Source: an optimization exercise on an open RTL-to-GDS flow (aim: small area and a short achievable clock period). Production flows keep margins and buffers that such runs may drop.
In this exercise RTL edits were held to simulation tests only and were not proved equivalent to the original.
Power figures rest on the tool's default switching activity, not on a simulated workload.

==> flow/design.v (excerpt) <==
module conv_top (
	input  logic    clk,
	input  logic    rst_n,
	input  logic    filter_valid,
	input  logic    image_valid,
	input  conv_pkg::sample_t in_data,
	output logic    out_valid,
	output conv_pkg::result_t out_data
);
	localparam int COL_LAT = 3;
	localparam int ROW_LAT = 4;
	conv_pkg::sample_t [conv_pkg::TAPS-1:0] row_taps;
	conv_pkg::sample_t [conv_pkg::TAPS-1:0] col_taps;
	logic       res_flag;
	conv_pkg::sample_t [conv_pkg::TAPS-1:0] col_pix;
	conv_pkg::col_sum_t cs;
	logic [COL_LAT+ROW_LAT-1:0] res_pipe;
	filter_tap_loader u_filter_tap_loader (
		.clk          (clk),
		.filter_valid (filter_valid),
		.in_data      (in_data),
		.row_taps     (row_taps),
		.col_taps     (col_taps)
	);
	row_result_store u_row_result_store (
		.clk         (clk),
		.rst_n       (rst_n),
		.image_valid (image_valid),
		.in_data     (in_data),
		.res_flag    (res_flag),
		.col_pix     (col_pix)
	);
	vertical_filter u_vertical_filter (
		.clk       (clk),
		.col_pix   (col_pix),
		.col_taps  (col_taps),
		.cs        (cs)
	);
	horizontal_filter u_horizontal_filter (
		.clk       (clk),
		.cs        (cs),
		.row_taps  (row_taps),
		.out_data  (out_data)
	);
	always_ff @(posedge clk or negedge rst_n) begin
		if (!rst_n) begin
			res_pipe <= '0;
		end else begin
			res_pipe <= {res_pipe[COL_LAT+ROW_LAT-2:0], res_flag};
		end
	end
	assign out_valid = res_pipe[COL_LAT+ROW_LAT-1];
endmodule
Size in the first run: about 25 I/O pins, about 0.018 mm^2 of cells after synthesis.
Settings: LEC_CHECK=0, ABC_CLOCK_PERIOD_IN_PS=2050, CAP_MARGIN=20, CORE_MARGIN=2, CORE_UTILIZATION=40, CTS_BUF_LIST=sky130_fd_sc_hd__clkbuf_16, CTS_CLUSTER_DIAMETER=150, CTS_CLUSTER_SIZE=25, SETUP_SLACK_MARGIN=2.45, SLEW_MARGIN=20, SYNTH_HIERARCHICAL=1; clock period 4.5 ns.
run.sh (not shown) runs the stock make flow with config.mk's settings and CLKGATE_MAP_FILE= SYNTH_SCRIPT=/design/flow/synth_recipe.tcl, a recipe that flattens the netlist after the stock synthesis.
Rerun with:
--- a/flow/config.mk
+++ b/flow/config.mk
@@ -8 +8 @@
-export ABC_CLOCK_PERIOD_IN_PS = 2050
+export ABC_CLOCK_PERIOD_IN_PS = 2150
@@ -13,3 +13,4 @@
-export CTS_CLUSTER_DIAMETER = 150
-export CTS_CLUSTER_SIZE = 25
-export SETUP_SLACK_MARGIN = 2.45
+export CTS_CLUSTER_DIAMETER = 120
+export CTS_CLUSTER_SIZE = 30
+export PLACE_DENSITY = 0.75
+export SETUP_SLACK_MARGIN = 2.35
Die area is unchanged.
Core utilization drops by 0.65 points.
Sequential cell count does not change.
Non-clock buffer count falls by 22.
Combinational power falls by about 2%.
First-iteration DRC count went up by 39%.
Rerun with:
--- a/flow/config.mk
+++ b/flow/config.mk
@@ -8 +8 @@
-export ABC_CLOCK_PERIOD_IN_PS = 2150
+export ABC_CLOCK_PERIOD_IN_PS = 1900
@@ -13,4 +13,3 @@
-export CTS_CLUSTER_DIAMETER = 120
-export CTS_CLUSTER_SIZE = 30
-export PLACE_DENSITY = 0.75
-export SETUP_SLACK_MARGIN = 2.35
+export CTS_CLUSTER_DIAMETER = 150
+export CTS_CLUSTER_SIZE = 25
+export SETUP_SLACK_MARGIN = 2.6
Outcome: The new run completed without violations. Flip-flop and latch count does not change. Hold slack degrades by 5.2 ps. Count of clock-buffer cells in the layout is higher by 2. Die area does not change. Non-clock buffer count is higher by 58. Global-route usage is higher by 0.92 points. Core utilization is higher by 2.6 points. Routed wire length is higher by 9.2%. Synthesized cell count does not change. Total power is higher by about 5%.

## the baseline
conv_top again, from the RTL that the note above started with.
==> flow/config.mk <==
export PLATFORM = sky130hd
export DESIGN_NAME = conv_top
export DESIGN_NICKNAME = conv_top
export VERILOG_FILES = /design/flow/design.v
export SDC_FILE = /design/flow/constraint.sdc
export NUM_CORES = 4
export LEC_CHECK = 0
export ABC_CLOCK_PERIOD_IN_PS = 2250
export CAP_MARGIN = 20
export CORE_MARGIN = 2
export CORE_UTILIZATION = 40
export CTS_BUF_LIST = sky130_fd_sc_hd__clkbuf_16
export CTS_CLUSTER_DIAMETER = 150
export CTS_CLUSTER_SIZE = 25
export SETUP_SLACK_MARGIN = 2.25
export SLEW_MARGIN = 20
export SYNTH_HIERARCHICAL = 1
==> flow/constraint.sdc <==
create_clock -name core_clock -period 4.5 [get_ports {clk}]
set_input_delay 0.9000 -clock core_clock [delete_from_list [all_inputs] [get_ports {clk}]]
set_output_delay 0.9000 -clock core_clock [all_outputs]
set_load 0.01 [all_outputs]
In summary, the baseline completed successfully, with a layout that passed the timing, design-rule and antenna checks.
Modified inputs, the candidate compared to the baseline
# the baseline
export LEC_CHECK = 0
export ABC_CLOCK_PERIOD_IN_PS = 2250
export CAP_MARGIN = 20
export CORE_MARGIN = 2
export CORE_UTILIZATION = 40
export CTS_BUF_LIST = sky130_fd_sc_hd__clkbuf_16
export CTS_CLUSTER_DIAMETER = 150
export CTS_CLUSTER_SIZE = 25
export SETUP_SLACK_MARGIN = 2.25
export SLEW_MARGIN = 20
export SYNTH_HIERARCHICAL = 1
create_clock -name core_clock -period 4.5 [get_ports {clk}]
# the candidate
export LEC_CHECK = 0
export ABC_CLOCK_PERIOD_IN_PS = 2150
export CAP_MARGIN = 20
export CORE_MARGIN = 2
export CORE_UTILIZATION = 40
export CTS_BUF_LIST = sky130_fd_sc_hd__clkbuf_16
export CTS_CLUSTER_DIAMETER = 150
export CTS_CLUSTER_SIZE = 25
export SETUP_SLACK_MARGIN = 2.35
export SLEW_MARGIN = 20
export SYNTH_HIERARCHICAL = 1
create_clock -name core_clock -period 4.5 [get_ports {clk}]
==> notes.md <==
Result for the baseline and the candidate: all clean
Looking only at design area, and setting everything else aside, the lower value of the baseline and the candidate goes to the baseline.
Non-clock buffering overhead in the final layout: the baseline and the candidate compared, higher one is the candidate
From the baseline to the candidate the numbers moved as follows: power share of the combinational group up 0.4 points; post-place setup slack up 0.049 ns; clock share of power down 0.2 points; routability-driven placement congestion ratio down 0.0035.
Clock tree skew after final layout: the candidate worse than the baseline

==> port drivers added, routing unchanged <==
In the flow no input, the clock included, has a driving cell. The finished layouts below were timed again as built, in two steps.
Step 1: set_driving_cell puts a clkbuf_16 on clk and a buf_2 on each other input, an assumption about the parent block.
Step 2 adds t to the input delays and takes it off the output delays; t is the mean of the earliest and latest rising clock arrival at the registers after step 1. Input paths then give back, and output paths get back, about the clock's delay inside the block.
a / b / c = no drivers / after step 1 / after step 2; a / b = the first two.
run	t, ns	setup slack, ns	clock arrival spread, ns	pins driven straight from the clock port
the first run of note 1	0.599	2.453 / 2.443 / 1.940	0.015 / 0.014	1
the second run of note 1	0.587	2.405 / 2.373 / 1.863	0.025 / 0.025	1
the third run of note 1	0.605	2.410 / 2.410 / 1.980	0.021 / 0.021	1
the baseline	0.599	2.315 / 2.315 / 1.877	0.012 / 0.012	1
the candidate	0.601	2.405 / 2.372 / 1.905	0.028 / 0.027	1
After both steps setup and hold are still met in every run listed. For the second run of note 1, which loses most, drivers alone change the setup slack by -0.032 ns; drivers and shift together by -0.542 ns.
